Context: an optimization exercise on an open-source flow, tuned for small area. The choices shown serve that exercise and are no tape-out recipe.
Only simulation tests tie the RTL to the original design; equivalence was not proved.
No activity file was given, so power comes from the tool's default toggle rates.

===== flow/config.mk =====
export PLATFORM = sky130hd
export DESIGN_NAME = local_move
export DESIGN_NICKNAME = local_move
export VERILOG_FILES = /design/flow/design.v
export SDC_FILE = /design/flow/constraint.sdc
export NUM_CORES = 4
export LEC_CHECK = 0
export CAP_MARGIN = 20
export CORE_MARGIN = 2
export CORE_UTILIZATION = 65
export CTS_BUF_LIST = sky130_fd_sc_hd__clkbuf_8
export CTS_CLUSTER_DIAMETER = 60
export CTS_CLUSTER_SIZE = 40
export SLEW_MARGIN = 20
export SYNTH_HIERARCHICAL = 1

===== flow/standard.sh =====
#!/bin/bash
# synth_recipe.tcl (not shown) runs the flow's synth.tcl, then flattens the netlist and writes it again
# the make line also repeats each setting of config.mk as NAME=value (left out here)
make -C /OpenROAD-flow-scripts/flow DESIGN_CONFIG=/design/flow/config.mk WORK_HOME=/design/flow/orfs CLKGATE_MAP_FILE= SYNTH_SCRIPT=/design/flow/synth_recipe.tcl "${@:-finish}"

===== flow/constraint.sdc =====
create_clock -name core_clock -period 12.0 [get_ports {clk}]
set_input_delay 2.4000 -clock core_clock [delete_from_list [all_inputs] [get_ports {clk}]]
set_output_delay 2.4000 -clock core_clock [all_outputs]
set_load 0.01 [all_outputs]

===== flow/design.v =====
`default_nettype none
package sat_pkg;
    localparam int num_bool_vars = 2;                        
    localparam int num_int_vars  = 2;                        
    localparam int num_vars      = num_bool_vars + num_int_vars;  
    localparam int num_clauses   = 4;                        
    localparam int int_width  = 4;    
    localparam int sum_width  = 10;   
    localparam int gain_width = 3;    
    localparam int idx_width  = $clog2(num_clauses);
    localparam int assign_w = num_bool_vars + 2 * int_width;   
    localparam int code_w   = 2 * num_bool_vars;
    localparam int bias_lsb = code_w;
    localparam int coef0_lsb = code_w + int_width;
    localparam int coef1_lsb = code_w + 2 * int_width;
    localparam int clause_w = code_w + 3 * int_width;   
    localparam int formula_w = num_clauses * clause_w;
endpackage
`default_nettype wire
`default_nettype none
module lm_fa
(
    input  wire a,
    input  wire b,
    input  wire c,
    output wire s,
    output wire co
);
    assign s  = a ^ b ^ c;
    assign co = (a & b) | (a & c) | (b & c);
endmodule
module lm_ha
(
    input  wire a,
    input  wire b,
    output wire s,
    output wire co
);
    assign s  = a ^ b;
    assign co = a & b;
endmodule
`default_nettype wire
`default_nettype none
module local_move
(
    input  logic        clk,
    input  logic        rst_n,
    input  logic        clause_write,
    input  logic [1:0]  clause_index,
    input  logic [15:0] clause_data,
    input  logic [3:0]  clause_enable,
    input  logic [9:0]  current,
    input  logic [1:0]  bool_propose_enable,
    input  logic [1:0]  int_propose_enable,
    input  logic        start,
    output logic [11:0] gains,
    output logic [2:0]  best_gain,
    output logic [9:0]  best_assignment,
    output logic        done
);
    logic [15:0] cl0, cl1, cl2, cl3;
    logic [3:0]  cv;
    always_ff @(posedge clk)
    begin
        if (clause_write && clause_index == 2'd0) cl0 <= clause_data;
        if (clause_write && clause_index == 2'd1) cl1 <= clause_data;
        if (clause_write && clause_index == 2'd2) cl2 <= clause_data;
        if (clause_write && clause_index == 2'd3) cl3 <= clause_data;
    end
    always_ff @(posedge clk or negedge rst_n)
    begin
        if (!rst_n)
            cv <= '0;
        else if (clause_write)
            cv[clause_index] <= 1'b1;
    end
    wire [3:0] x  = current[3:0];
    wire [3:0] y  = current[7:4];
    wire       p0 = current[8];
    wire       p1 = current[9];
    wire       xw = (current[3:0] == 4'd7);   
    wire       yw = (current[7:4] == 4'd7);
    wire [3:0] sat0, sat1, sat2, sat3, sat4;
    wire [15:0] c_0 = cl0;
    wire [3:0] b_0 = c_0[7:4];
    wire [3:0] c0_0 = c_0[11:8];
    wire [3:0] c1_0 = c_0[15:12];
    wire k0_1, k0_2, k0_3, k0_4, k0_5, k0_6, k0_7, k0_8, k0_9, k0_10, k0_11, k0_12, k0_13, k0_14, k0_15, k0_16, k0_17, k0_18, k0_19, k0_20, k0_21, k0_22, k0_23, k0_24, k0_25, k0_26, k0_27, k0_28, k0_29, k0_30, k0_31, k0_32, k0_33, k0_34, k0_35, k0_36, k0_37, k0_38, k0_39, k0_40, k0_41, k0_42, k0_43, k0_44, k0_45, k0_46, k0_47, k0_48, k0_49, k0_50, k0_51, k0_52, k0_53, k0_54, k0_55, k0_56, k0_57, k0_58, k0_59, k0_60, k0_61, k0_62, k0_63, k0_64, k0_65, k0_66, k0_67, k0_68, k0_69, k0_70, k0_71, k0_72, k0_73, k0_74, k0_75, k0_76, k0_77, k0_78, k0_79, k0_80, k0_81, k0_82, k0_83, k0_84, k0_85, k0_86, k0_87, k0_88, k0_89, k0_90, k0_91, k0_92, k0_93, k0_94, k0_95, k0_96, k0_97, k0_98, k0_99, k0_100, k0_101, k0_102, k0_103, k0_104, k0_105, k0_106, k0_107, k0_108, k0_109, k0_110, k0_111, k0_112, k0_113, k0_114, k0_115, k0_116, k0_117, k0_118, k0_119, k0_120, k0_121;
    lm_ha u_k0_1 (.a((c1_0[0] & y[0])), .b(b_0[0]), .s(k0_1), .co(k0_2));
    lm_fa u_k0_3 (.a((c1_0[0] & y[1])), .b((c1_0[1] & y[0])), .c(b_0[1]), .s(k0_3), .co(k0_4));
    lm_ha u_k0_5 (.a(k0_2), .b(k0_3), .s(k0_5), .co(k0_6));
    lm_fa u_k0_7 (.a((c1_0[0] & y[2])), .b((c1_0[1] & y[1])), .c((c1_0[2] & y[0])), .s(k0_7), .co(k0_8));
    lm_fa u_k0_9 (.a(b_0[2]), .b(k0_4), .c(k0_6), .s(k0_9), .co(k0_10));
    lm_ha u_k0_11 (.a(k0_7), .b(k0_9), .s(k0_11), .co(k0_12));
    lm_fa u_k0_13 (.a((~c1_0[0] | ~y[3])), .b((c1_0[1] & y[2])), .c((c1_0[2] & y[1])), .s(k0_13), .co(k0_14));
    lm_fa u_k0_15 (.a((~c1_0[3] | ~y[0])), .b(~b_0[3]), .c(1'b1), .s(k0_15), .co(k0_16));
    lm_fa u_k0_17 (.a(k0_8), .b(k0_10), .c(k0_12), .s(k0_17), .co(k0_18));
    lm_fa u_k0_19 (.a(k0_13), .b(k0_15), .c(k0_17), .s(k0_19), .co(k0_20));
    lm_fa u_k0_21 (.a((~c1_0[1] | ~y[3])), .b((c1_0[2] & y[2])), .c((~c1_0[3] | ~y[1])), .s(k0_21), .co(k0_22));
    lm_fa u_k0_23 (.a(k0_14), .b(k0_16), .c(k0_18), .s(k0_23), .co(k0_24));
    lm_fa u_k0_25 (.a(k0_20), .b(k0_21), .c(k0_23), .s(k0_25), .co(k0_26));
    lm_fa u_k0_27 (.a((~c1_0[2] | ~y[3])), .b((~c1_0[3] | ~y[2])), .c(k0_22), .s(k0_27), .co(k0_28));
    lm_fa u_k0_29 (.a(k0_24), .b(k0_26), .c(k0_27), .s(k0_29), .co(k0_30));
    lm_fa u_k0_31 (.a((c1_0[3] & y[3])), .b(k0_28), .c(k0_30), .s(k0_31), .co(k0_32));
    lm_ha u_k0_33 (.a(1'b1), .b(k0_32), .s(k0_33), .co(k0_34));
    assign k0_35 = 1'b1 ^ k0_34;
    lm_ha u_k0_36 (.a(k0_1), .b((c0_0[0] & x[0])), .s(k0_36), .co(k0_37));
    lm_fa u_k0_38 (.a(k0_5), .b((c0_0[0] & x[1])), .c((c0_0[1] & x[0])), .s(k0_38), .co(k0_39));
    lm_ha u_k0_40 (.a(k0_37), .b(k0_38), .s(k0_40), .co(k0_41));
    lm_fa u_k0_42 (.a(k0_11), .b((c0_0[0] & x[2])), .c((c0_0[1] & x[1])), .s(k0_42), .co(k0_43));
    lm_fa u_k0_44 (.a((c0_0[2] & x[0])), .b(k0_39), .c(k0_41), .s(k0_44), .co(k0_45));
    lm_ha u_k0_46 (.a(k0_42), .b(k0_44), .s(k0_46), .co(k0_47));
    lm_fa u_k0_48 (.a(k0_19), .b((~c0_0[0] | ~x[3])), .c((c0_0[1] & x[2])), .s(k0_48), .co(k0_49));
    lm_fa u_k0_50 (.a((c0_0[2] & x[1])), .b((~c0_0[3] | ~x[0])), .c(k0_43), .s(k0_50), .co(k0_51));
    lm_fa u_k0_52 (.a(k0_45), .b(k0_47), .c(k0_48), .s(k0_52), .co(k0_53));
    lm_ha u_k0_54 (.a(k0_50), .b(k0_52), .s(k0_54), .co(k0_55));
    lm_fa u_k0_56 (.a(k0_25), .b((~c0_0[1] | ~x[3])), .c((c0_0[2] & x[2])), .s(k0_56), .co(k0_57));
    lm_fa u_k0_58 (.a((~c0_0[3] | ~x[1])), .b(1'b1), .c(k0_49), .s(k0_58), .co(k0_59));
    lm_fa u_k0_60 (.a(k0_51), .b(k0_53), .c(k0_55), .s(k0_60), .co(k0_61));
    lm_fa u_k0_62 (.a(k0_56), .b(k0_58), .c(k0_60), .s(k0_62), .co(k0_63));
    lm_fa u_k0_64 (.a(k0_29), .b((~c0_0[2] | ~x[3])), .c((~c0_0[3] | ~x[2])), .s(k0_64), .co(k0_65));
    lm_fa u_k0_66 (.a(k0_57), .b(k0_59), .c(k0_61), .s(k0_66), .co(k0_67));
    lm_fa u_k0_68 (.a(k0_63), .b(k0_64), .c(k0_66), .s(k0_68), .co(k0_69));
    lm_fa u_k0_70 (.a(k0_31), .b((c0_0[3] & x[3])), .c(k0_65), .s(k0_70), .co(k0_71));
    lm_fa u_k0_72 (.a(k0_67), .b(k0_69), .c(k0_70), .s(k0_72), .co(k0_73));
    lm_fa u_k0_74 (.a(k0_33), .b(1'b1), .c(k0_71), .s(k0_74), .co(k0_75));
    lm_ha u_k0_76 (.a(k0_73), .b(k0_74), .s(k0_76), .co(k0_77));
    assign k0_78 = k0_35 ^ 1'b1;
    assign k0_79 = k0_75 ^ k0_77;
    assign k0_80 = k0_78 ^ k0_79;
    assign k0_81 = ~k0_80;
    assign k0_82 = k0_36 & c0_0[0];
    assign k0_83 = (k0_40 & c0_0[1]) | (k0_40 & k0_82) | (c0_0[1] & k0_82);
    assign k0_84 = (k0_46 & c0_0[2]) | (k0_46 & k0_83) | (c0_0[2] & k0_83);
    assign k0_85 = (k0_54 & c0_0[3]) | (k0_54 & k0_84) | (c0_0[3] & k0_84);
    assign k0_86 = (k0_62 & c0_0[3]) | (k0_62 & k0_85) | (c0_0[3] & k0_85);
    assign k0_87 = (k0_68 & c0_0[3]) | (k0_68 & k0_86) | (c0_0[3] & k0_86);
    assign k0_88 = (k0_72 & c0_0[3]) | (k0_72 & k0_87) | (c0_0[3] & k0_87);
    assign k0_89 = (k0_76 & c0_0[3]) | (k0_76 & k0_88) | (c0_0[3] & k0_88);
    assign k0_90 = ~(k0_80 ^ c0_0[3] ^ k0_89);
    assign k0_91 = k0_19 | ~c0_0[0];
    assign k0_92 = (k0_25 & ~c0_0[1]) | (k0_25 & k0_91) | (~c0_0[1] & k0_91);
    assign k0_93 = (k0_29 & ~c0_0[2]) | (k0_29 & k0_92) | (~c0_0[2] & k0_92);
    assign k0_94 = (k0_31 & ~c0_0[3]) | (k0_31 & k0_93) | (~c0_0[3] & k0_93);
    assign k0_95 = (k0_33 & ~c0_0[3]) | (k0_33 & k0_94) | (~c0_0[3] & k0_94);
    assign k0_96 = ~(k0_35 ^ ~c0_0[3] ^ k0_95);
    assign k0_97 = xw ? k0_96 : k0_90;
    assign k0_98 = k0_36 ^ c1_0[0];
    assign k0_99 = k0_36 & c1_0[0];
    assign k0_100 = k0_40 ^ c1_0[1] ^ k0_99;
    assign k0_101 = (k0_40 & c1_0[1]) | (k0_40 & k0_99) | (c1_0[1] & k0_99);
    assign k0_102 = k0_46 ^ c1_0[2] ^ k0_101;
    assign k0_103 = (k0_46 & c1_0[2]) | (k0_46 & k0_101) | (c1_0[2] & k0_101);
    assign k0_104 = k0_54 ^ c1_0[3] ^ k0_103;
    assign k0_105 = (k0_54 & c1_0[3]) | (k0_54 & k0_103) | (c1_0[3] & k0_103);
    assign k0_106 = k0_62 ^ c1_0[3] ^ k0_105;
    assign k0_107 = (k0_62 & c1_0[3]) | (k0_62 & k0_105) | (c1_0[3] & k0_105);
    assign k0_108 = k0_68 ^ c1_0[3] ^ k0_107;
    assign k0_109 = (k0_68 & c1_0[3]) | (k0_68 & k0_107) | (c1_0[3] & k0_107);
    assign k0_110 = k0_72 ^ c1_0[3] ^ k0_109;
    assign k0_111 = (k0_72 & c1_0[3]) | (k0_72 & k0_109) | (c1_0[3] & k0_109);
    assign k0_112 = k0_76 ^ c1_0[3] ^ k0_111;
    assign k0_113 = (k0_76 & c1_0[3]) | (k0_76 & k0_111) | (c1_0[3] & k0_111);
    assign k0_114 = k0_80 ^ c1_0[3] ^ k0_113;
    assign k0_115 = ~k0_114;
    assign k0_116 = k0_106 | ~c1_0[0];
    assign k0_117 = (k0_108 & ~c1_0[1]) | (k0_108 & k0_116) | (~c1_0[1] & k0_116);
    assign k0_118 = (k0_110 & ~c1_0[2]) | (k0_110 & k0_117) | (~c1_0[2] & k0_117);
    assign k0_119 = (k0_112 & ~c1_0[3]) | (k0_112 & k0_118) | (~c1_0[3] & k0_118);
    assign k0_120 = ~(k0_114 ^ ~c1_0[3] ^ k0_119);
    assign k0_121 = yw ? k0_120 : k0_115;
    wire h0_0  = c_0[1] & (p0 == c_0[0]);
    wire h0f_0 = c_0[1] & (p0 != c_0[0]);
    wire h1_0  = c_0[3] & (p1 == c_0[2]);
    wire h1f_0 = c_0[3] & (p1 != c_0[2]);
    wire z_0 = ~cv[0];
    wire en_0 = clause_enable[0];
    assign sat0[0] = en_0 & (z_0 | h0_0  | h1_0  | k0_81);
    assign sat1[0] = en_0 & (z_0 | h0f_0 | h1_0  | k0_81);
    assign sat2[0] = en_0 & (z_0 | h0_0  | h1f_0 | k0_81);
    assign sat3[0] = en_0 & (z_0 | h0_0  | h1_0  | k0_97);
    assign sat4[0] = en_0 & (z_0 | h0_0  | h1_0  | k0_121);
    wire [15:0] c_1 = cl1;
    wire [3:0] b_1 = c_1[7:4];
    wire [3:0] c0_1 = c_1[11:8];
    wire [3:0] c1_1 = c_1[15:12];
    wire k1_1, k1_2, k1_3, k1_4, k1_5, k1_6, k1_7, k1_8, k1_9, k1_10, k1_11, k1_12, k1_13, k1_14, k1_15, k1_16, k1_17, k1_18, k1_19, k1_20, k1_21, k1_22, k1_23, k1_24, k1_25, k1_26, k1_27, k1_28, k1_29, k1_30, k1_31, k1_32, k1_33, k1_34, k1_35, k1_36, k1_37, k1_38, k1_39, k1_40, k1_41, k1_42, k1_43, k1_44, k1_45, k1_46, k1_47, k1_48, k1_49, k1_50, k1_51, k1_52, k1_53, k1_54, k1_55, k1_56, k1_57, k1_58, k1_59, k1_60, k1_61, k1_62, k1_63, k1_64, k1_65, k1_66, k1_67, k1_68, k1_69, k1_70, k1_71, k1_72, k1_73, k1_74, k1_75, k1_76, k1_77, k1_78, k1_79, k1_80, k1_81, k1_82, k1_83, k1_84, k1_85, k1_86, k1_87, k1_88, k1_89, k1_90, k1_91, k1_92, k1_93, k1_94, k1_95, k1_96, k1_97, k1_98, k1_99, k1_100, k1_101, k1_102, k1_103, k1_104, k1_105, k1_106, k1_107, k1_108, k1_109, k1_110, k1_111, k1_112, k1_113, k1_114, k1_115, k1_116, k1_117, k1_118, k1_119, k1_120, k1_121;
    lm_ha u_k1_1 (.a((c1_1[0] & y[0])), .b(b_1[0]), .s(k1_1), .co(k1_2));
    lm_fa u_k1_3 (.a((c1_1[0] & y[1])), .b((c1_1[1] & y[0])), .c(b_1[1]), .s(k1_3), .co(k1_4));
    lm_ha u_k1_5 (.a(k1_2), .b(k1_3), .s(k1_5), .co(k1_6));
    lm_fa u_k1_7 (.a((c1_1[0] & y[2])), .b((c1_1[1] & y[1])), .c((c1_1[2] & y[0])), .s(k1_7), .co(k1_8));
    lm_fa u_k1_9 (.a(b_1[2]), .b(k1_4), .c(k1_6), .s(k1_9), .co(k1_10));
    lm_ha u_k1_11 (.a(k1_7), .b(k1_9), .s(k1_11), .co(k1_12));
    lm_fa u_k1_13 (.a((~c1_1[0] | ~y[3])), .b((c1_1[1] & y[2])), .c((c1_1[2] & y[1])), .s(k1_13), .co(k1_14));
    lm_fa u_k1_15 (.a((~c1_1[3] | ~y[0])), .b(~b_1[3]), .c(1'b1), .s(k1_15), .co(k1_16));
    lm_fa u_k1_17 (.a(k1_8), .b(k1_10), .c(k1_12), .s(k1_17), .co(k1_18));
    lm_fa u_k1_19 (.a(k1_13), .b(k1_15), .c(k1_17), .s(k1_19), .co(k1_20));
    lm_fa u_k1_21 (.a((~c1_1[1] | ~y[3])), .b((c1_1[2] & y[2])), .c((~c1_1[3] | ~y[1])), .s(k1_21), .co(k1_22));
    lm_fa u_k1_23 (.a(k1_14), .b(k1_16), .c(k1_18), .s(k1_23), .co(k1_24));
    lm_fa u_k1_25 (.a(k1_20), .b(k1_21), .c(k1_23), .s(k1_25), .co(k1_26));
    lm_fa u_k1_27 (.a((~c1_1[2] | ~y[3])), .b((~c1_1[3] | ~y[2])), .c(k1_22), .s(k1_27), .co(k1_28));
    lm_fa u_k1_29 (.a(k1_24), .b(k1_26), .c(k1_27), .s(k1_29), .co(k1_30));
    lm_fa u_k1_31 (.a((c1_1[3] & y[3])), .b(k1_28), .c(k1_30), .s(k1_31), .co(k1_32));
    lm_ha u_k1_33 (.a(1'b1), .b(k1_32), .s(k1_33), .co(k1_34));
    assign k1_35 = 1'b1 ^ k1_34;
    lm_ha u_k1_36 (.a(k1_1), .b((c0_1[0] & x[0])), .s(k1_36), .co(k1_37));
    lm_fa u_k1_38 (.a(k1_5), .b((c0_1[0] & x[1])), .c((c0_1[1] & x[0])), .s(k1_38), .co(k1_39));
    lm_ha u_k1_40 (.a(k1_37), .b(k1_38), .s(k1_40), .co(k1_41));
    lm_fa u_k1_42 (.a(k1_11), .b((c0_1[0] & x[2])), .c((c0_1[1] & x[1])), .s(k1_42), .co(k1_43));
    lm_fa u_k1_44 (.a((c0_1[2] & x[0])), .b(k1_39), .c(k1_41), .s(k1_44), .co(k1_45));
    lm_ha u_k1_46 (.a(k1_42), .b(k1_44), .s(k1_46), .co(k1_47));
    lm_fa u_k1_48 (.a(k1_19), .b((~c0_1[0] | ~x[3])), .c((c0_1[1] & x[2])), .s(k1_48), .co(k1_49));
    lm_fa u_k1_50 (.a((c0_1[2] & x[1])), .b((~c0_1[3] | ~x[0])), .c(k1_43), .s(k1_50), .co(k1_51));
    lm_fa u_k1_52 (.a(k1_45), .b(k1_47), .c(k1_48), .s(k1_52), .co(k1_53));
    lm_ha u_k1_54 (.a(k1_50), .b(k1_52), .s(k1_54), .co(k1_55));
    lm_fa u_k1_56 (.a(k1_25), .b((~c0_1[1] | ~x[3])), .c((c0_1[2] & x[2])), .s(k1_56), .co(k1_57));
    lm_fa u_k1_58 (.a((~c0_1[3] | ~x[1])), .b(1'b1), .c(k1_49), .s(k1_58), .co(k1_59));
    lm_fa u_k1_60 (.a(k1_51), .b(k1_53), .c(k1_55), .s(k1_60), .co(k1_61));
    lm_fa u_k1_62 (.a(k1_56), .b(k1_58), .c(k1_60), .s(k1_62), .co(k1_63));
    lm_fa u_k1_64 (.a(k1_29), .b((~c0_1[2] | ~x[3])), .c((~c0_1[3] | ~x[2])), .s(k1_64), .co(k1_65));
    lm_fa u_k1_66 (.a(k1_57), .b(k1_59), .c(k1_61), .s(k1_66), .co(k1_67));
    lm_fa u_k1_68 (.a(k1_63), .b(k1_64), .c(k1_66), .s(k1_68), .co(k1_69));
    lm_fa u_k1_70 (.a(k1_31), .b((c0_1[3] & x[3])), .c(k1_65), .s(k1_70), .co(k1_71));
    lm_fa u_k1_72 (.a(k1_67), .b(k1_69), .c(k1_70), .s(k1_72), .co(k1_73));
    lm_fa u_k1_74 (.a(k1_33), .b(1'b1), .c(k1_71), .s(k1_74), .co(k1_75));
    lm_ha u_k1_76 (.a(k1_73), .b(k1_74), .s(k1_76), .co(k1_77));
    assign k1_78 = k1_35 ^ 1'b1;
    assign k1_79 = k1_75 ^ k1_77;
    assign k1_80 = k1_78 ^ k1_79;
    assign k1_81 = ~k1_80;
    assign k1_82 = k1_36 & c0_1[0];
    assign k1_83 = (k1_40 & c0_1[1]) | (k1_40 & k1_82) | (c0_1[1] & k1_82);
    assign k1_84 = (k1_46 & c0_1[2]) | (k1_46 & k1_83) | (c0_1[2] & k1_83);
    assign k1_85 = (k1_54 & c0_1[3]) | (k1_54 & k1_84) | (c0_1[3] & k1_84);
    assign k1_86 = (k1_62 & c0_1[3]) | (k1_62 & k1_85) | (c0_1[3] & k1_85);
    assign k1_87 = (k1_68 & c0_1[3]) | (k1_68 & k1_86) | (c0_1[3] & k1_86);
    assign k1_88 = (k1_72 & c0_1[3]) | (k1_72 & k1_87) | (c0_1[3] & k1_87);
    assign k1_89 = (k1_76 & c0_1[3]) | (k1_76 & k1_88) | (c0_1[3] & k1_88);
    assign k1_90 = ~(k1_80 ^ c0_1[3] ^ k1_89);
    assign k1_91 = k1_19 | ~c0_1[0];
    assign k1_92 = (k1_25 & ~c0_1[1]) | (k1_25 & k1_91) | (~c0_1[1] & k1_91);
    assign k1_93 = (k1_29 & ~c0_1[2]) | (k1_29 & k1_92) | (~c0_1[2] & k1_92);
    assign k1_94 = (k1_31 & ~c0_1[3]) | (k1_31 & k1_93) | (~c0_1[3] & k1_93);
    assign k1_95 = (k1_33 & ~c0_1[3]) | (k1_33 & k1_94) | (~c0_1[3] & k1_94);
    assign k1_96 = ~(k1_35 ^ ~c0_1[3] ^ k1_95);
    assign k1_97 = xw ? k1_96 : k1_90;
    assign k1_98 = k1_36 ^ c1_1[0];
    assign k1_99 = k1_36 & c1_1[0];
    assign k1_100 = k1_40 ^ c1_1[1] ^ k1_99;
    assign k1_101 = (k1_40 & c1_1[1]) | (k1_40 & k1_99) | (c1_1[1] & k1_99);
    assign k1_102 = k1_46 ^ c1_1[2] ^ k1_101;
    assign k1_103 = (k1_46 & c1_1[2]) | (k1_46 & k1_101) | (c1_1[2] & k1_101);
    assign k1_104 = k1_54 ^ c1_1[3] ^ k1_103;
    assign k1_105 = (k1_54 & c1_1[3]) | (k1_54 & k1_103) | (c1_1[3] & k1_103);
    assign k1_106 = k1_62 ^ c1_1[3] ^ k1_105;
    assign k1_107 = (k1_62 & c1_1[3]) | (k1_62 & k1_105) | (c1_1[3] & k1_105);
    assign k1_108 = k1_68 ^ c1_1[3] ^ k1_107;
    assign k1_109 = (k1_68 & c1_1[3]) | (k1_68 & k1_107) | (c1_1[3] & k1_107);
    assign k1_110 = k1_72 ^ c1_1[3] ^ k1_109;
    assign k1_111 = (k1_72 & c1_1[3]) | (k1_72 & k1_109) | (c1_1[3] & k1_109);
    assign k1_112 = k1_76 ^ c1_1[3] ^ k1_111;
    assign k1_113 = (k1_76 & c1_1[3]) | (k1_76 & k1_111) | (c1_1[3] & k1_111);
    assign k1_114 = k1_80 ^ c1_1[3] ^ k1_113;
    assign k1_115 = ~k1_114;
    assign k1_116 = k1_106 | ~c1_1[0];
    assign k1_117 = (k1_108 & ~c1_1[1]) | (k1_108 & k1_116) | (~c1_1[1] & k1_116);
    assign k1_118 = (k1_110 & ~c1_1[2]) | (k1_110 & k1_117) | (~c1_1[2] & k1_117);
    assign k1_119 = (k1_112 & ~c1_1[3]) | (k1_112 & k1_118) | (~c1_1[3] & k1_118);
    assign k1_120 = ~(k1_114 ^ ~c1_1[3] ^ k1_119);
    assign k1_121 = yw ? k1_120 : k1_115;
    wire h0_1  = c_1[1] & (p0 == c_1[0]);
    wire h0f_1 = c_1[1] & (p0 != c_1[0]);
    wire h1_1  = c_1[3] & (p1 == c_1[2]);
    wire h1f_1 = c_1[3] & (p1 != c_1[2]);
    wire z_1 = ~cv[1];
    wire en_1 = clause_enable[1];
    assign sat0[1] = en_1 & (z_1 | h0_1  | h1_1  | k1_81);
    assign sat1[1] = en_1 & (z_1 | h0f_1 | h1_1  | k1_81);
    assign sat2[1] = en_1 & (z_1 | h0_1  | h1f_1 | k1_81);
    assign sat3[1] = en_1 & (z_1 | h0_1  | h1_1  | k1_97);
    assign sat4[1] = en_1 & (z_1 | h0_1  | h1_1  | k1_121);
    wire [15:0] c_2 = cl2;
    wire [3:0] b_2 = c_2[7:4];
    wire [3:0] c0_2 = c_2[11:8];
    wire [3:0] c1_2 = c_2[15:12];
    wire k2_1, k2_2, k2_3, k2_4, k2_5, k2_6, k2_7, k2_8, k2_9, k2_10, k2_11, k2_12, k2_13, k2_14, k2_15, k2_16, k2_17, k2_18, k2_19, k2_20, k2_21, k2_22, k2_23, k2_24, k2_25, k2_26, k2_27, k2_28, k2_29, k2_30, k2_31, k2_32, k2_33, k2_34, k2_35, k2_36, k2_37, k2_38, k2_39, k2_40, k2_41, k2_42, k2_43, k2_44, k2_45, k2_46, k2_47, k2_48, k2_49, k2_50, k2_51, k2_52, k2_53, k2_54, k2_55, k2_56, k2_57, k2_58, k2_59, k2_60, k2_61, k2_62, k2_63, k2_64, k2_65, k2_66, k2_67, k2_68, k2_69, k2_70, k2_71, k2_72, k2_73, k2_74, k2_75, k2_76, k2_77, k2_78, k2_79, k2_80, k2_81, k2_82, k2_83, k2_84, k2_85, k2_86, k2_87, k2_88, k2_89, k2_90, k2_91, k2_92, k2_93, k2_94, k2_95, k2_96, k2_97, k2_98, k2_99, k2_100, k2_101, k2_102, k2_103, k2_104, k2_105, k2_106, k2_107, k2_108, k2_109, k2_110, k2_111, k2_112, k2_113, k2_114, k2_115, k2_116, k2_117, k2_118, k2_119, k2_120, k2_121;
    lm_ha u_k2_1 (.a((c1_2[0] & y[0])), .b(b_2[0]), .s(k2_1), .co(k2_2));
    lm_fa u_k2_3 (.a((c1_2[0] & y[1])), .b((c1_2[1] & y[0])), .c(b_2[1]), .s(k2_3), .co(k2_4));
    lm_ha u_k2_5 (.a(k2_2), .b(k2_3), .s(k2_5), .co(k2_6));
    lm_fa u_k2_7 (.a((c1_2[0] & y[2])), .b((c1_2[1] & y[1])), .c((c1_2[2] & y[0])), .s(k2_7), .co(k2_8));
    lm_fa u_k2_9 (.a(b_2[2]), .b(k2_4), .c(k2_6), .s(k2_9), .co(k2_10));
    lm_ha u_k2_11 (.a(k2_7), .b(k2_9), .s(k2_11), .co(k2_12));
    lm_fa u_k2_13 (.a((~c1_2[0] | ~y[3])), .b((c1_2[1] & y[2])), .c((c1_2[2] & y[1])), .s(k2_13), .co(k2_14));
    lm_fa u_k2_15 (.a((~c1_2[3] | ~y[0])), .b(~b_2[3]), .c(1'b1), .s(k2_15), .co(k2_16));
    lm_fa u_k2_17 (.a(k2_8), .b(k2_10), .c(k2_12), .s(k2_17), .co(k2_18));
    lm_fa u_k2_19 (.a(k2_13), .b(k2_15), .c(k2_17), .s(k2_19), .co(k2_20));
    lm_fa u_k2_21 (.a((~c1_2[1] | ~y[3])), .b((c1_2[2] & y[2])), .c((~c1_2[3] | ~y[1])), .s(k2_21), .co(k2_22));
    lm_fa u_k2_23 (.a(k2_14), .b(k2_16), .c(k2_18), .s(k2_23), .co(k2_24));
    lm_fa u_k2_25 (.a(k2_20), .b(k2_21), .c(k2_23), .s(k2_25), .co(k2_26));
    lm_fa u_k2_27 (.a((~c1_2[2] | ~y[3])), .b((~c1_2[3] | ~y[2])), .c(k2_22), .s(k2_27), .co(k2_28));
    lm_fa u_k2_29 (.a(k2_24), .b(k2_26), .c(k2_27), .s(k2_29), .co(k2_30));
    lm_fa u_k2_31 (.a((c1_2[3] & y[3])), .b(k2_28), .c(k2_30), .s(k2_31), .co(k2_32));
    lm_ha u_k2_33 (.a(1'b1), .b(k2_32), .s(k2_33), .co(k2_34));
    assign k2_35 = 1'b1 ^ k2_34;
    lm_ha u_k2_36 (.a(k2_1), .b((c0_2[0] & x[0])), .s(k2_36), .co(k2_37));
    lm_fa u_k2_38 (.a(k2_5), .b((c0_2[0] & x[1])), .c((c0_2[1] & x[0])), .s(k2_38), .co(k2_39));
    lm_ha u_k2_40 (.a(k2_37), .b(k2_38), .s(k2_40), .co(k2_41));
    lm_fa u_k2_42 (.a(k2_11), .b((c0_2[0] & x[2])), .c((c0_2[1] & x[1])), .s(k2_42), .co(k2_43));
    lm_fa u_k2_44 (.a((c0_2[2] & x[0])), .b(k2_39), .c(k2_41), .s(k2_44), .co(k2_45));
    lm_ha u_k2_46 (.a(k2_42), .b(k2_44), .s(k2_46), .co(k2_47));
    lm_fa u_k2_48 (.a(k2_19), .b((~c0_2[0] | ~x[3])), .c((c0_2[1] & x[2])), .s(k2_48), .co(k2_49));
    lm_fa u_k2_50 (.a((c0_2[2] & x[1])), .b((~c0_2[3] | ~x[0])), .c(k2_43), .s(k2_50), .co(k2_51));
    lm_fa u_k2_52 (.a(k2_45), .b(k2_47), .c(k2_48), .s(k2_52), .co(k2_53));
    lm_ha u_k2_54 (.a(k2_50), .b(k2_52), .s(k2_54), .co(k2_55));
    lm_fa u_k2_56 (.a(k2_25), .b((~c0_2[1] | ~x[3])), .c((c0_2[2] & x[2])), .s(k2_56), .co(k2_57));
    lm_fa u_k2_58 (.a((~c0_2[3] | ~x[1])), .b(1'b1), .c(k2_49), .s(k2_58), .co(k2_59));
    lm_fa u_k2_60 (.a(k2_51), .b(k2_53), .c(k2_55), .s(k2_60), .co(k2_61));
    lm_fa u_k2_62 (.a(k2_56), .b(k2_58), .c(k2_60), .s(k2_62), .co(k2_63));
    lm_fa u_k2_64 (.a(k2_29), .b((~c0_2[2] | ~x[3])), .c((~c0_2[3] | ~x[2])), .s(k2_64), .co(k2_65));
    lm_fa u_k2_66 (.a(k2_57), .b(k2_59), .c(k2_61), .s(k2_66), .co(k2_67));
    lm_fa u_k2_68 (.a(k2_63), .b(k2_64), .c(k2_66), .s(k2_68), .co(k2_69));
    lm_fa u_k2_70 (.a(k2_31), .b((c0_2[3] & x[3])), .c(k2_65), .s(k2_70), .co(k2_71));
    lm_fa u_k2_72 (.a(k2_67), .b(k2_69), .c(k2_70), .s(k2_72), .co(k2_73));
    lm_fa u_k2_74 (.a(k2_33), .b(1'b1), .c(k2_71), .s(k2_74), .co(k2_75));
    lm_ha u_k2_76 (.a(k2_73), .b(k2_74), .s(k2_76), .co(k2_77));
    assign k2_78 = k2_35 ^ 1'b1;
    assign k2_79 = k2_75 ^ k2_77;
    assign k2_80 = k2_78 ^ k2_79;
    assign k2_81 = ~k2_80;
    assign k2_82 = k2_36 & c0_2[0];
    assign k2_83 = (k2_40 & c0_2[1]) | (k2_40 & k2_82) | (c0_2[1] & k2_82);
    assign k2_84 = (k2_46 & c0_2[2]) | (k2_46 & k2_83) | (c0_2[2] & k2_83);
    assign k2_85 = (k2_54 & c0_2[3]) | (k2_54 & k2_84) | (c0_2[3] & k2_84);
    assign k2_86 = (k2_62 & c0_2[3]) | (k2_62 & k2_85) | (c0_2[3] & k2_85);
    assign k2_87 = (k2_68 & c0_2[3]) | (k2_68 & k2_86) | (c0_2[3] & k2_86);
    assign k2_88 = (k2_72 & c0_2[3]) | (k2_72 & k2_87) | (c0_2[3] & k2_87);
    assign k2_89 = (k2_76 & c0_2[3]) | (k2_76 & k2_88) | (c0_2[3] & k2_88);
    assign k2_90 = ~(k2_80 ^ c0_2[3] ^ k2_89);
    assign k2_91 = k2_19 | ~c0_2[0];
    assign k2_92 = (k2_25 & ~c0_2[1]) | (k2_25 & k2_91) | (~c0_2[1] & k2_91);
    assign k2_93 = (k2_29 & ~c0_2[2]) | (k2_29 & k2_92) | (~c0_2[2] & k2_92);
    assign k2_94 = (k2_31 & ~c0_2[3]) | (k2_31 & k2_93) | (~c0_2[3] & k2_93);
    assign k2_95 = (k2_33 & ~c0_2[3]) | (k2_33 & k2_94) | (~c0_2[3] & k2_94);
    assign k2_96 = ~(k2_35 ^ ~c0_2[3] ^ k2_95);
    assign k2_97 = xw ? k2_96 : k2_90;
    assign k2_98 = k2_36 ^ c1_2[0];
    assign k2_99 = k2_36 & c1_2[0];
    assign k2_100 = k2_40 ^ c1_2[1] ^ k2_99;
    assign k2_101 = (k2_40 & c1_2[1]) | (k2_40 & k2_99) | (c1_2[1] & k2_99);
    assign k2_102 = k2_46 ^ c1_2[2] ^ k2_101;
    assign k2_103 = (k2_46 & c1_2[2]) | (k2_46 & k2_101) | (c1_2[2] & k2_101);
    assign k2_104 = k2_54 ^ c1_2[3] ^ k2_103;
    assign k2_105 = (k2_54 & c1_2[3]) | (k2_54 & k2_103) | (c1_2[3] & k2_103);
    assign k2_106 = k2_62 ^ c1_2[3] ^ k2_105;
    assign k2_107 = (k2_62 & c1_2[3]) | (k2_62 & k2_105) | (c1_2[3] & k2_105);
    assign k2_108 = k2_68 ^ c1_2[3] ^ k2_107;
    assign k2_109 = (k2_68 & c1_2[3]) | (k2_68 & k2_107) | (c1_2[3] & k2_107);
    assign k2_110 = k2_72 ^ c1_2[3] ^ k2_109;
    assign k2_111 = (k2_72 & c1_2[3]) | (k2_72 & k2_109) | (c1_2[3] & k2_109);
    assign k2_112 = k2_76 ^ c1_2[3] ^ k2_111;
    assign k2_113 = (k2_76 & c1_2[3]) | (k2_76 & k2_111) | (c1_2[3] & k2_111);
    assign k2_114 = k2_80 ^ c1_2[3] ^ k2_113;
    assign k2_115 = ~k2_114;
    assign k2_116 = k2_106 | ~c1_2[0];
    assign k2_117 = (k2_108 & ~c1_2[1]) | (k2_108 & k2_116) | (~c1_2[1] & k2_116);
    assign k2_118 = (k2_110 & ~c1_2[2]) | (k2_110 & k2_117) | (~c1_2[2] & k2_117);
    assign k2_119 = (k2_112 & ~c1_2[3]) | (k2_112 & k2_118) | (~c1_2[3] & k2_118);
    assign k2_120 = ~(k2_114 ^ ~c1_2[3] ^ k2_119);
    assign k2_121 = yw ? k2_120 : k2_115;
    wire h0_2  = c_2[1] & (p0 == c_2[0]);
    wire h0f_2 = c_2[1] & (p0 != c_2[0]);
    wire h1_2  = c_2[3] & (p1 == c_2[2]);
    wire h1f_2 = c_2[3] & (p1 != c_2[2]);
    wire z_2 = ~cv[2];
    wire en_2 = clause_enable[2];
    assign sat0[2] = en_2 & (z_2 | h0_2  | h1_2  | k2_81);
    assign sat1[2] = en_2 & (z_2 | h0f_2 | h1_2  | k2_81);
    assign sat2[2] = en_2 & (z_2 | h0_2  | h1f_2 | k2_81);
    assign sat3[2] = en_2 & (z_2 | h0_2  | h1_2  | k2_97);
    assign sat4[2] = en_2 & (z_2 | h0_2  | h1_2  | k2_121);
    wire [15:0] c_3 = cl3;
    wire [3:0] b_3 = c_3[7:4];
    wire [3:0] c0_3 = c_3[11:8];
    wire [3:0] c1_3 = c_3[15:12];
    wire k3_1, k3_2, k3_3, k3_4, k3_5, k3_6, k3_7, k3_8, k3_9, k3_10, k3_11, k3_12, k3_13, k3_14, k3_15, k3_16, k3_17, k3_18, k3_19, k3_20, k3_21, k3_22, k3_23, k3_24, k3_25, k3_26, k3_27, k3_28, k3_29, k3_30, k3_31, k3_32, k3_33, k3_34, k3_35, k3_36, k3_37, k3_38, k3_39, k3_40, k3_41, k3_42, k3_43, k3_44, k3_45, k3_46, k3_47, k3_48, k3_49, k3_50, k3_51, k3_52, k3_53, k3_54, k3_55, k3_56, k3_57, k3_58, k3_59, k3_60, k3_61, k3_62, k3_63, k3_64, k3_65, k3_66, k3_67, k3_68, k3_69, k3_70, k3_71, k3_72, k3_73, k3_74, k3_75, k3_76, k3_77, k3_78, k3_79, k3_80, k3_81, k3_82, k3_83, k3_84, k3_85, k3_86, k3_87, k3_88, k3_89, k3_90, k3_91, k3_92, k3_93, k3_94, k3_95, k3_96, k3_97, k3_98, k3_99, k3_100, k3_101, k3_102, k3_103, k3_104, k3_105, k3_106, k3_107, k3_108, k3_109, k3_110, k3_111, k3_112, k3_113, k3_114, k3_115, k3_116, k3_117, k3_118, k3_119, k3_120, k3_121;
    lm_ha u_k3_1 (.a((c1_3[0] & y[0])), .b(b_3[0]), .s(k3_1), .co(k3_2));
    lm_fa u_k3_3 (.a((c1_3[0] & y[1])), .b((c1_3[1] & y[0])), .c(b_3[1]), .s(k3_3), .co(k3_4));
    lm_ha u_k3_5 (.a(k3_2), .b(k3_3), .s(k3_5), .co(k3_6));
    lm_fa u_k3_7 (.a((c1_3[0] & y[2])), .b((c1_3[1] & y[1])), .c((c1_3[2] & y[0])), .s(k3_7), .co(k3_8));
    lm_fa u_k3_9 (.a(b_3[2]), .b(k3_4), .c(k3_6), .s(k3_9), .co(k3_10));
    lm_ha u_k3_11 (.a(k3_7), .b(k3_9), .s(k3_11), .co(k3_12));
    lm_fa u_k3_13 (.a((~c1_3[0] | ~y[3])), .b((c1_3[1] & y[2])), .c((c1_3[2] & y[1])), .s(k3_13), .co(k3_14));
    lm_fa u_k3_15 (.a((~c1_3[3] | ~y[0])), .b(~b_3[3]), .c(1'b1), .s(k3_15), .co(k3_16));
    lm_fa u_k3_17 (.a(k3_8), .b(k3_10), .c(k3_12), .s(k3_17), .co(k3_18));
    lm_fa u_k3_19 (.a(k3_13), .b(k3_15), .c(k3_17), .s(k3_19), .co(k3_20));
    lm_fa u_k3_21 (.a((~c1_3[1] | ~y[3])), .b((c1_3[2] & y[2])), .c((~c1_3[3] | ~y[1])), .s(k3_21), .co(k3_22));
    lm_fa u_k3_23 (.a(k3_14), .b(k3_16), .c(k3_18), .s(k3_23), .co(k3_24));
    lm_fa u_k3_25 (.a(k3_20), .b(k3_21), .c(k3_23), .s(k3_25), .co(k3_26));
    lm_fa u_k3_27 (.a((~c1_3[2] | ~y[3])), .b((~c1_3[3] | ~y[2])), .c(k3_22), .s(k3_27), .co(k3_28));
    lm_fa u_k3_29 (.a(k3_24), .b(k3_26), .c(k3_27), .s(k3_29), .co(k3_30));
    lm_fa u_k3_31 (.a((c1_3[3] & y[3])), .b(k3_28), .c(k3_30), .s(k3_31), .co(k3_32));
    lm_ha u_k3_33 (.a(1'b1), .b(k3_32), .s(k3_33), .co(k3_34));
    assign k3_35 = 1'b1 ^ k3_34;
    lm_ha u_k3_36 (.a(k3_1), .b((c0_3[0] & x[0])), .s(k3_36), .co(k3_37));
    lm_fa u_k3_38 (.a(k3_5), .b((c0_3[0] & x[1])), .c((c0_3[1] & x[0])), .s(k3_38), .co(k3_39));
    lm_ha u_k3_40 (.a(k3_37), .b(k3_38), .s(k3_40), .co(k3_41));
    lm_fa u_k3_42 (.a(k3_11), .b((c0_3[0] & x[2])), .c((c0_3[1] & x[1])), .s(k3_42), .co(k3_43));
    lm_fa u_k3_44 (.a((c0_3[2] & x[0])), .b(k3_39), .c(k3_41), .s(k3_44), .co(k3_45));
    lm_ha u_k3_46 (.a(k3_42), .b(k3_44), .s(k3_46), .co(k3_47));
    lm_fa u_k3_48 (.a(k3_19), .b((~c0_3[0] | ~x[3])), .c((c0_3[1] & x[2])), .s(k3_48), .co(k3_49));
    lm_fa u_k3_50 (.a((c0_3[2] & x[1])), .b((~c0_3[3] | ~x[0])), .c(k3_43), .s(k3_50), .co(k3_51));
    lm_fa u_k3_52 (.a(k3_45), .b(k3_47), .c(k3_48), .s(k3_52), .co(k3_53));
    lm_ha u_k3_54 (.a(k3_50), .b(k3_52), .s(k3_54), .co(k3_55));
    lm_fa u_k3_56 (.a(k3_25), .b((~c0_3[1] | ~x[3])), .c((c0_3[2] & x[2])), .s(k3_56), .co(k3_57));
    lm_fa u_k3_58 (.a((~c0_3[3] | ~x[1])), .b(1'b1), .c(k3_49), .s(k3_58), .co(k3_59));
    lm_fa u_k3_60 (.a(k3_51), .b(k3_53), .c(k3_55), .s(k3_60), .co(k3_61));
    lm_fa u_k3_62 (.a(k3_56), .b(k3_58), .c(k3_60), .s(k3_62), .co(k3_63));
    lm_fa u_k3_64 (.a(k3_29), .b((~c0_3[2] | ~x[3])), .c((~c0_3[3] | ~x[2])), .s(k3_64), .co(k3_65));
    lm_fa u_k3_66 (.a(k3_57), .b(k3_59), .c(k3_61), .s(k3_66), .co(k3_67));
    lm_fa u_k3_68 (.a(k3_63), .b(k3_64), .c(k3_66), .s(k3_68), .co(k3_69));
    lm_fa u_k3_70 (.a(k3_31), .b((c0_3[3] & x[3])), .c(k3_65), .s(k3_70), .co(k3_71));
    lm_fa u_k3_72 (.a(k3_67), .b(k3_69), .c(k3_70), .s(k3_72), .co(k3_73));
    lm_fa u_k3_74 (.a(k3_33), .b(1'b1), .c(k3_71), .s(k3_74), .co(k3_75));
    lm_ha u_k3_76 (.a(k3_73), .b(k3_74), .s(k3_76), .co(k3_77));
    assign k3_78 = k3_35 ^ 1'b1;
    assign k3_79 = k3_75 ^ k3_77;
    assign k3_80 = k3_78 ^ k3_79;
    assign k3_81 = ~k3_80;
    assign k3_82 = k3_36 & c0_3[0];
    assign k3_83 = (k3_40 & c0_3[1]) | (k3_40 & k3_82) | (c0_3[1] & k3_82);
    assign k3_84 = (k3_46 & c0_3[2]) | (k3_46 & k3_83) | (c0_3[2] & k3_83);
    assign k3_85 = (k3_54 & c0_3[3]) | (k3_54 & k3_84) | (c0_3[3] & k3_84);
    assign k3_86 = (k3_62 & c0_3[3]) | (k3_62 & k3_85) | (c0_3[3] & k3_85);
    assign k3_87 = (k3_68 & c0_3[3]) | (k3_68 & k3_86) | (c0_3[3] & k3_86);
    assign k3_88 = (k3_72 & c0_3[3]) | (k3_72 & k3_87) | (c0_3[3] & k3_87);
    assign k3_89 = (k3_76 & c0_3[3]) | (k3_76 & k3_88) | (c0_3[3] & k3_88);
    assign k3_90 = ~(k3_80 ^ c0_3[3] ^ k3_89);
    assign k3_91 = k3_19 | ~c0_3[0];
    assign k3_92 = (k3_25 & ~c0_3[1]) | (k3_25 & k3_91) | (~c0_3[1] & k3_91);
    assign k3_93 = (k3_29 & ~c0_3[2]) | (k3_29 & k3_92) | (~c0_3[2] & k3_92);
    assign k3_94 = (k3_31 & ~c0_3[3]) | (k3_31 & k3_93) | (~c0_3[3] & k3_93);
    assign k3_95 = (k3_33 & ~c0_3[3]) | (k3_33 & k3_94) | (~c0_3[3] & k3_94);
    assign k3_96 = ~(k3_35 ^ ~c0_3[3] ^ k3_95);
    assign k3_97 = xw ? k3_96 : k3_90;
    assign k3_98 = k3_36 ^ c1_3[0];
    assign k3_99 = k3_36 & c1_3[0];
    assign k3_100 = k3_40 ^ c1_3[1] ^ k3_99;
    assign k3_101 = (k3_40 & c1_3[1]) | (k3_40 & k3_99) | (c1_3[1] & k3_99);
    assign k3_102 = k3_46 ^ c1_3[2] ^ k3_101;
    assign k3_103 = (k3_46 & c1_3[2]) | (k3_46 & k3_101) | (c1_3[2] & k3_101);
    assign k3_104 = k3_54 ^ c1_3[3] ^ k3_103;
    assign k3_105 = (k3_54 & c1_3[3]) | (k3_54 & k3_103) | (c1_3[3] & k3_103);
    assign k3_106 = k3_62 ^ c1_3[3] ^ k3_105;
    assign k3_107 = (k3_62 & c1_3[3]) | (k3_62 & k3_105) | (c1_3[3] & k3_105);
    assign k3_108 = k3_68 ^ c1_3[3] ^ k3_107;
    assign k3_109 = (k3_68 & c1_3[3]) | (k3_68 & k3_107) | (c1_3[3] & k3_107);
    assign k3_110 = k3_72 ^ c1_3[3] ^ k3_109;
    assign k3_111 = (k3_72 & c1_3[3]) | (k3_72 & k3_109) | (c1_3[3] & k3_109);
    assign k3_112 = k3_76 ^ c1_3[3] ^ k3_111;
    assign k3_113 = (k3_76 & c1_3[3]) | (k3_76 & k3_111) | (c1_3[3] & k3_111);
    assign k3_114 = k3_80 ^ c1_3[3] ^ k3_113;
    assign k3_115 = ~k3_114;
    assign k3_116 = k3_106 | ~c1_3[0];
    assign k3_117 = (k3_108 & ~c1_3[1]) | (k3_108 & k3_116) | (~c1_3[1] & k3_116);
    assign k3_118 = (k3_110 & ~c1_3[2]) | (k3_110 & k3_117) | (~c1_3[2] & k3_117);
    assign k3_119 = (k3_112 & ~c1_3[3]) | (k3_112 & k3_118) | (~c1_3[3] & k3_118);
    assign k3_120 = ~(k3_114 ^ ~c1_3[3] ^ k3_119);
    assign k3_121 = yw ? k3_120 : k3_115;
    wire h0_3  = c_3[1] & (p0 == c_3[0]);
    wire h0f_3 = c_3[1] & (p0 != c_3[0]);
    wire h1_3  = c_3[3] & (p1 == c_3[2]);
    wire h1f_3 = c_3[3] & (p1 != c_3[2]);
    wire z_3 = ~cv[3];
    wire en_3 = clause_enable[3];
    assign sat0[3] = en_3 & (z_3 | h0_3  | h1_3  | k3_81);
    assign sat1[3] = en_3 & (z_3 | h0f_3 | h1_3  | k3_81);
    assign sat2[3] = en_3 & (z_3 | h0_3  | h1f_3 | k3_81);
    assign sat3[3] = en_3 & (z_3 | h0_3  | h1_3  | k3_97);
    assign sat4[3] = en_3 & (z_3 | h0_3  | h1_3  | k3_121);
    function automatic logic [2:0] pop4(input logic [3:0] v);
        logic s0, c0;
        s0 = v[0] ^ v[1] ^ v[2];
        c0 = (v[0] & v[1]) | (v[0] & v[2]) | (v[1] & v[2]);
        pop4 = {c0 & s0 & v[3], c0 ^ (s0 & v[3]), s0 ^ v[3]};
    endfunction
    wire [2:0] cnt0 = pop4(sat0);
    wire [2:0] cnt1 = pop4(sat1);
    wire [2:0] cnt2 = pop4(sat2);
    wire [2:0] cnt3 = pop4(sat3);
    wire [2:0] cnt4 = pop4(sat4);
    logic [14:0] s1_cnt;
    logic [9:0]  s1_cur;
    logic [3:0]  s1_pe;
    logic        v1;
    always_ff @(posedge clk)
    begin
        s1_cnt <= {cnt4, cnt3, cnt2, cnt1, cnt0};
        s1_cur <= current;
        s1_pe  <= {int_propose_enable, bool_propose_enable};
    end
    always_ff @(posedge clk or negedge rst_n)
    begin
        if (!rst_n)
            v1 <= 1'b0;
        else
            v1 <= start;
    end
    wire [2:0] cnt [5];
    for (genvar j = 0; j < 5; j++)
    begin : g_cnt
        assign cnt[j] = s1_cnt[3*j +: 3];
    end
    logic [11:0] r_gains;
    logic [2:0]  r_best;
    logic [3:0]  win;     
    logic        found;
    always_comb
    begin
        r_best = cnt[0];
        win    = '0;
        found  = 1'b0;
        for (int i = 0; i < 4; i++)
        begin
            r_gains[3*i +: 3] = s1_pe[i] ? cnt[i+1] : 3'd0;
            if (s1_pe[i] && (!found || (cnt[i+1] > r_best)))
            begin
                r_best = cnt[i+1];
                win    = 4'(1) << i;
                found  = 1'b1;
            end
        end
    end
    wire [3:0] xi = {s1_cur[3] ^ (&s1_cur[2:0]), s1_cur[2] ^ (&s1_cur[1:0]), s1_cur[1] ^ s1_cur[0], ~s1_cur[0]};
    wire [3:0] yi = {s1_cur[7] ^ (&s1_cur[6:4]), s1_cur[6] ^ (&s1_cur[5:4]), s1_cur[5] ^ s1_cur[4], ~s1_cur[4]};
    wire [9:0] r_assign = {s1_cur[9] ^ win[1], s1_cur[8] ^ win[0],
                           win[3] ? yi : s1_cur[7:4],
                           win[2] ? xi : s1_cur[3:0]};
    always_ff @(posedge clk or negedge rst_n)
    begin
        if (!rst_n)
        begin
            gains           <= '0;
            best_gain       <= '0;
            best_assignment <= '0;
            done            <= 1'b0;
        end
        else
        begin
            done <= v1;
            if (v1)
            begin
                gains           <= r_gains;
                best_gain       <= r_best;
                best_assignment <= r_assign;
            end
        end
    end
endmodule
`default_nettype wire

===== flow/flow/run.sh =====
#!/bin/bash
# Standard ORFS layout; the only change is the cell used to buffer the ports
# (the smallest plain buffer instead of the flow's default pick).
set -euo pipefail
export BUFFER_PORTS_ARGS="-buffer_cell sky130_fd_sc_hd__buf_1"
bash standard.sh > standard.log 2>&1

==> summary.md, run 1 <==
| Metric | Value |
|---|---|
| Outcome | finished clean |
| Final ANT Viol Nets | 0 |
| Root Driver | clkbuf_8 |
| Worst path slowest cell | fa_1 |
| Hold Path Sink | cv[3]$_DFFE_PN0P_ |
| Clock tree sinks | 124 |
| CP Launch Type | input port |
| Synth area leader | fa_1 |
| Clk latency of the worst-skew pair | 0.45 ns |
| Commonest non-fill, non-tap cell in the layout | fa_1 |
| Clock-pin slew on the worst setup and hold paths | 0.08 ns |
| Antenna diodes | 0 |
| Max-Cap Viols | 0 |
| Synth warnings | 7 |
| Final wirelength | 22400 um |
| CTS Buf Count | 17 |
| Setup TNS after final layout | 0 ns |
| Drt first pass iters | 6 |
| Bufs on Longest Clock Path | 2 |
| Final period util | 88.3% |
| Crit-path most repeated cell | fa_1 |
| Rel. slew slack | 32.9% |
| Seq cells post-synth | 124 |
| Worst R2R End | s1_cnt[11]$_DFF_P_ |
| Hold Vio Cnt, Final | 0 |
| Clock Skew | 0.0135 ns |
| HP Start | cv[3]$_DFFE_PN0P_ |
| Slew at the pin closest to its max-slew limit | 1.01 ns |
| Wire length per cell | 19.5 um |
| Area growth syn-to-layout | 9.69% |
| Most frequent cells in the layout | fa_1, and2_1, nand2_1 |
| Async set-reset flop share out of synthesis | 25.0% |
| Worst vdd ir | 0.215 mV |
| Synth Area per Inst | 11.6 sq um |
| Worst EP required | 12.34 ns |
| GR Util All Layers | 30.0% |
| Gr ovfl total | 0 |
| IO buf count | 65 |
| P_leak | 0.00449 uW |
| Final HPWL DP | 17300 um |
| R2R Path Start | cl2[12]$_DFFE_PP_ |
| Crit path kind | input port to flip-flop |
| Hold Path Class | flip-flop to flip-flop |
| Core area | 0.0150 sq mm |
| Final setup fails | 0 |
| H-tree depth | 4 |
| Num ports | 66 |
| Post-synth top area share | 27.7% |
| Count of final max-slew check failures | 0 |
| Delay of the slowest critical-path stage | 0.60 ns |
| Cell variety after synth | 62 |
| Max frequency | 94.4 MHz |
| Post-Synthesis Cells | 853 |
| Post-CTS Resized | 0 |
| Share of layout cells above drive strength 1 | 7.52% |
| Hold Path Stages | 1 |
| Post-Syn Area | 0.00992 sq mm |
| Fin crit period | 10.59 ns |
| Hold Buf Count CTS | 0 |
| DRC Markers | 0 |
| Net count, final | 1175 |
| Via count | 6750 |
| Worst reg2reg path depth | 23 |
| Number of global-route vias before repair | 7288 |
| Setup bufs post-CTS | 0 |
| Gpl congestion | 0.850 |
| Arrival time worst endpoint | 10.94 ns |
| Die ar. | 0.0163 sq mm |
| Synth top area cells | fa_1, edfxtp_1, dfrtp_1 |
| Num rows | 45 |
| Critical Path End Type | flip-flop |
| First-pass GRT wire length | 37000 um |
| CTS tree | done |
| Die width | 128 um |
| R2R setup slack | 3.22 ns |
| Crit-path max FO | 11 |
| Initial antenna violation count | 0 |
| PD cells | 279 mW/mm^2 |
| Die H | 128 um |
| Number of synthesized flops with an enable pin | 64 |
| Vias per cell | 5.90 |
| Smallest hold slack | 0.475 ns |
| RSZ-0062 raised after global routing | false |
| Seq/Total Area, Yosys | 33.1% |
| DR iter-0 viols | 458 |
| Top_reg_cell synth | edfxtp_1 |
| Initial Util | 66.0% |
| Largest net degree at the start of global routing | 51 |
| Tot Pwr | 3030 uW |
modules after synthesis, one instance, submodules excluded:
module      flip-flops and latches  cells inside
lm_ha                            0             1
local_move                     124           701
lm_fa                            0             1
Yosys cell counts, drive strengths merged (3+ instances only):
master,number
a21boi,5
o211ai,3
xnor2,24
ha,54
a21oi,24
dfxtp,29
xor2,14
dfrtp,31
nand3,19
maj3,20
o221ai,7
nor3,10
o211a,4
nand4,4
nand2,69
o21ai,35
clkbuf,17
and2,81
a22oi,3
nor2b,12
edfxtp,64
fa,137
nand2b,9
o21a,8
and3,8
mux2i,18
inv,55
nor3b,7
or3,3
or4,4
a31oi,4
nor4,3
nor2,35
or2,5
o22ai,3
o311ai,3
worst max path at each step:
| stage | startpoint | to | slack, ns | depth (start not counted) |
|---|---|---|---|---|
| final | current[4] | s1_cnt[13]$_DFF_P_ | 1.41 | 27 |
| after global routing | current[4] | s1_cnt[13]$_DFF_P_ | 1.02 | 27 |
| after CTS | current[4] | s1_cnt[13]$_DFF_P_ | 1.46 | 27 |
| after detailed placement | current[4] | s1_cnt[13]$_DFF_P_ | 0.96 | 27 |
| after global placement | current[4] | s1_cnt[13]$_DFF_P_ | 1.15 | 27 |
| after floorplan | current[4] | s1_cnt[13]$_DFF_P_ | 1.69 | 26 |
power by group:
group / internal [uW] / switching, uW
logic: 963 / 1110
clock network: 203 / 179
registers: 521 / 52.8
stage by stage:
step	area [sq um]	instances	worst slack, ns	util [%]
floorplan	9970	868	1.69	-
global placement	10500	1113	1.15	69.6
detailed placement	10500	1113	0.959	69.6
CTS	10900	1145	1.46	72.4
global route	10900	1145	1.02	72.4
finish	10900	1145	1.41	72.4
cell type report:
type | instances | area (sq um)
Clock buffer | 20 | 275
Multi-Input combinational cell | 670 | 6420
Fill cell | 1081 | 4160
Tap cell | 188 | 235
Timing Repair Buffer | 76 | 328
Clock inverter | 12 | 135
Sequential cell | 124 | 3280
Inverter | 55 | 206
state kept, by name, summed over array words and instances, names as in the netlist:
signal,count
gains,12
best_gain,3
cv,4
best_assignment,10
s1_cnt,15
cl2,16
s1_cur,10
v1,1
cl1,16
cl0,16
cl3,16
s1_pe,4
done,1
logic make-up after synthesis:
group / after synthesis / synth area share, %
adder cells (fa/ha/maj): 211 / 36.6
multiplexers: 20 / 2.04
flip-flops: 124 / 33.1
AO/OA/AOI/OAI: 108 / 7.08
XOR/XNOR: 38 / 3.36
buffers and inverters: 74 / 2.83
AND/OR/NAND/NOR: 277 / 15.0
other: 1 / 0.0378
layer usage:
layer / up-vias / routed length, um / part of all wire, % / track usage, %
li1: 3079 / - / - / -
met1: 3437 / 9440 / 42 / 39.4
met2: 186 / 11400 / 51 / 50.7
met3: 48 / 982 / 4.4 / 5.28
met4: 0 / 573 / 2.6 / 10.9
met5: - / 0 / 0 / 0
critical path: cells and delay by family:
family	cells	cell delay [ns]
XOR/XNOR	2	0.29
AO/OA/AOI/OAI	2	0.30
buffers and inverters	3	0.60
adder cells (fa/ha/maj)	17	7.04
AND/OR/NAND/NOR	3	0.32
==> run 2: changes to the inputs <==
==> flow/flow/run.sh (replaced) <==
#!/bin/bash
# Standard ORFS layout with two changes: the ports are buffered with the smallest
# plain buffer, and clock tree synthesis adds no dummy load cells.
set -euo pipefail
export BUFFER_PORTS_ARGS="-buffer_cell sky130_fd_sc_hd__buf_1"
export CTS_ARGS="-sink_clustering_enable -repair_clock_nets -buf_list sky130_fd_sc_hd__clkbuf_8 -dont_use_dummy_load"
bash standard.sh > standard.log 2>&1
--- a/flow/config.mk
+++ b/flow/config.mk
@@ -10,6 +10,4 @@
 export CORE_UTILIZATION = 65
 export CTS_BUF_LIST = sky130_fd_sc_hd__clkbuf_8
-export CTS_CLUSTER_DIAMETER = 60
-export CTS_CLUSTER_SIZE = 40
 export SLEW_MARGIN = 20
 export SYNTH_HIERARCHICAL = 1
==> run 2 against run 1 <==
  * Design area shrank 1.6%
  * Clock skew is 0.014 ns higher
  * Combinational power barely moved
  * Count of clock-buffer cells in the layout fell by 3
  * Die area unchanged
  * Largest cell class unchanged
  * Critical path depth unchanged
  * Synthesized area stayed put
  * Cell count down 1.3%
  * Setup slack better by 0.010 ns
==> summary.md, run 2 <==
| Metric | Value |
|---|---|
| Placed cell area | 0.0105 sq mm |
| Num ports | 66 |
| Root Driver | clkbuf_8 |
| Count leader, synth | fa_1 |
| Largest family of logic cells by synthesized area | adder cells |
| Bufs on Longest Clock Path | 2 |
| Number of synthesized flops with an enable pin | 64 |
| Via count | 6702 |
| Cell variety after synth | 62 |
| Fin crit period | 10.58 ns |
| Clock-pin slew on the worst setup and hold paths | 0.07 ns |
| Share of layout cells above drive strength 1 | 6.16% |
| Synth top area cells | fa_1, edfxtp_1, dfrtp_1 |
| Initial Util | 66.0% |
| DRC Markers | 0 |
| Hold Path Class | flip-flop to flip-flop |
| Max-Cap Viols | 0 |
| Commonest non-fill, non-tap cell in the layout | fa_1 |
| R2R Path Start | cl2[12]$_DFFE_PP_ |
| Post-CTS Resized | 0 |
| Final period util | 88.2% |
| Vias per cell | 5.93 |
| Top_reg_cell synth | edfxtp_1 |
| Antenna diodes | 0 |
| Rel. slew slack | 33.0% |
| Clk latency of the worst-skew pair | 0.44 ns |
| First-pass GRT wire length | 36800 um |
| CP Launch Type | input port |
| Crit path kind | input port to flip-flop |
| Count of final max-slew check failures | 0 |
| Worst vdd ir | 0.213 mV |
| CTS Buf Count | 17 |
| Final wirelength | 22300 um |
| HP Start | cv[3]$_DFFE_PN0P_ |
| CTS tree | done |
| DR iter-0 viols | 399 |
| Most common library cells after synthesis | fa_1, and2_1, nand2_1 |
| Die width | 128 um |
| Max frequency | 94.5 MHz |
| Setup bufs post-CTS | 0 |
| Adder and majority gate portion of the synthesized area | 36.6% |
| Post-synth top area share | 27.7% |
| Net count, final | 1175 |
| Hold Path Sink | cv[3]$_DFFE_PN0P_ |
| Number of global-route vias before repair | 7285 |
| Critical Path End Type | flip-flop |
| Arrival time worst endpoint | 10.91 ns |
| Seq/Total Area, Yosys | 33.1% |
| Final setup fails | 0 |
| Clock Skew | 0.0274 ns |
| Hold Buf Count CTS | 0 |
| GR Util All Layers | 29.8% |
| Worst R2R End | s1_cnt[11]$_DFF_P_ |
| Initial antenna violation count | 0 |
| Filler cells | 1099 |
| Largest net degree at the start of global routing | 51 |
| Gpl congestion | 0.850 |
| Seq cells post-synth | 124 |
| Gr ovfl total | 0 |
| Post-Syn Area | 0.00992 sq mm |
| Slew at the pin closest to its max-slew limit | 1.00 ns |
| Clock tree sinks | 124 |
| Setup TNS after final layout | 0 ns |
| Final Cell Area | 0.0107 sq mm |
| Compound-cell area share of the yosys netlist | 7.08% |
| Final HPWL DP | 17300 um |
| Synth warnings | 7 |
| Simple-gate share of the synthesized area | 15.0% |
| Smallest hold slack | 0.474 ns |
| Num rows | 45 |
| R2R setup slack | 3.22 ns |
| Die H | 128 um |
| Synth area leader | fa_1 |
| Multiplexer share of the synthesized area | 2.04% |
| Hold Path Stages | 1 |
| H-tree depth | 4 |
| Outcome | finished clean |
| Die ar. | 0.0163 sq mm |
| Drt first pass iters | 5 |
| Area growth syn-to-layout | 7.91% |
| PD cells | 273 mW/mm^2 |
| P_leak | 0.00441 uW |
| Most frequent cells in the layout | fa_1, and2_1, nand2_1 |
| Post-Synthesis Cells | 853 |
| Wire length per cell | 19.7 um |
| Post-Synth XOR/XNOR Area | 3.36% |
| IO buf count | 65 |
| Synth Area per Inst | 11.6 sq um |
| Core area | 0.0150 sq mm |
| Final ANT Viol Nets | 0 |
| Hold Vio Cnt, Final | 0 |
| Worst EP required | 12.33 ns |
| Crit-path max FO | 11 |
| Async set-reset flop share out of synthesis | 25.0% |
| Worst reg2reg path depth | 23 |
| RSZ-0062 raised after global routing | false |
## run 2: changes by cell type in the layout (fill, tap and decap cells not counted)
cell | previous run | this run
bufinv_16 | 2 | 0
clkbuf_8 | 20 | 17
clkinv_4 | 2 | 0
clkinvlp_4 | 2 | 0
inv_1 | 54 | 53
inv_4 | 2 | 0
inv_6 | 3 | 0
## run 2: worst max-delay path, stage by stage
cell and delay (ns):
buf_1 0.28, buf_4 0.25, and2_1 0.16, fa_1 0.42
ha_1 0.20, fa_1 0.44, ha_1 0.21, fa_1 0.50
fa_1 0.46, fa_1 0.57, fa_1 0.42, ha_1 0.21
fa_1 0.45, fa_1 0.40, fa_1 0.46, fa_1 0.54
fa_1 0.43, fa_1 0.51, nor2_1 0.05, o221ai_1 0.17
nand2_1 0.10, xnor2_1 0.17, o21ai_0 0.13, fa_1 0.60
inv_1 0.06, ha_1 0.20, xnor2_1 0.12
## run 2: stage by stage
stage,total power (uW),worst slack (ns),util [%],instances
3_3_place_gp,2540,1.15,69.6,1113
4_1_cts,2920,1.45,71.2,1130
3_5_place_dp,2640,0.959,69.6,1113
2_1_floorplan,2200,1.69,-,868
6_report,2920,1.42,71.2,1130
5_1_grt,3230,1.02,71.2,1130
## run 2: how the worst max path moves through the flow
stage / from / endpoint / cells past startpoint
floorplan: current[4] / s1_cnt[13]$_DFF_P_ / 26
global placement: current[4] / s1_cnt[13]$_DFF_P_ / 27
detailed placement: current[4] / s1_cnt[13]$_DFF_P_ / 27
CTS: current[4] / s1_cnt[13]$_DFF_P_ / 27
global route: current[4] / s1_cnt[13]$_DFF_P_ / 27
finish: current[4] / s1_cnt[13]$_DFF_P_ / 27
## run 2: kinds of logic after synthesis
logic type / after synthesis
and+or+nand+nor: 277
AOI/OAI and AO/OA: 108
DFF: 124
buffers and inverters: 74
adders and majority gates: 211
muxes: 20
xor gates and xnor gates: 38
other: 1
## run 2: where the power goes
| group | switching [uW] | total (uW) | internal, uW | leakage, uW |
|---|---|---|---|---|
| Combinational | 1120 | 2080 | 963 | 0.00309 |
| Sequential | 52.3 | 574 | 521 | 0.00120 |
| Clock | 142 | 266 | 124 | 0.000122 |
| Total | 1310 | 2920 | 1610 | 0.00441 |
## run 2: area by class of cell
type	instances	area [sq um]	area share, %
well taps	188	235	2.20
inverters	55	206	1.93
flip-flops and latches	124	3280	30.6
clock buffers	17	234	2.19
repair buffers	76	328	3.06
multi-input cells	670	6420	60.0
## run 2: routing by layer
metal	vias up	part of all wire [%]	wire length, um	track usage (%)
met5	-	0	0	0
met4	0	2.4	523	10.4
met3	43	4.6	1020	5.11
met2	186	51	11300	50.7
met1	3410	42	9420	39.0
li1	3063	-	-	-
## run 2: modules after synthesis (local to each module, per instance)
| module | cells inside | flops+latches |
|---|---|---|
| local_move | 701 | 124 |
| lm_fa | 1 | 0 |
| lm_ha | 1 | 0 |

what the ideal ports hide:
The flow's constraints put no driver on any port. The routed layouts listed below were extracted and timed again, unchanged, in two steps.
Step 1 (the two cells are an assumption about what drives the block):
set clk [get_ports {clk}]
set_driving_cell -lib_cell sky130_fd_sc_hd__clkbuf_16 $clk
set_driving_cell -lib_cell sky130_fd_sc_hd__buf_2 [delete_from_list [all_inputs] $clk]
Step 2 moves the port delays by t, midway between the first and last clock arrival at a register: inputs arrive t later, outputs are due t later. That takes back most of the time a late clock gives input paths.
Slacks: no drivers / after step 1 / after step 2; pairs: no drivers / after step 1.
run	t (ns)	setup WS [ns]	worst hold slack (ns)	clock arrival spread, ns	worst slew at a driven data input, ns
run 1	0.482	1.405 / 1.414 / 0.931	0.475 / 0.475 / 0.475	0.018 / 0.017	0.03
run 2	0.466	1.415 / 1.425 / 0.960	0.474 / 0.474 / 0.474	0.029 / 0.029	0.03
After both steps setup and hold are still met in every run listed. For run 1, which loses most, drivers alone change the setup slack by +0.009 ns; drivers and shift together by -0.474 ns.
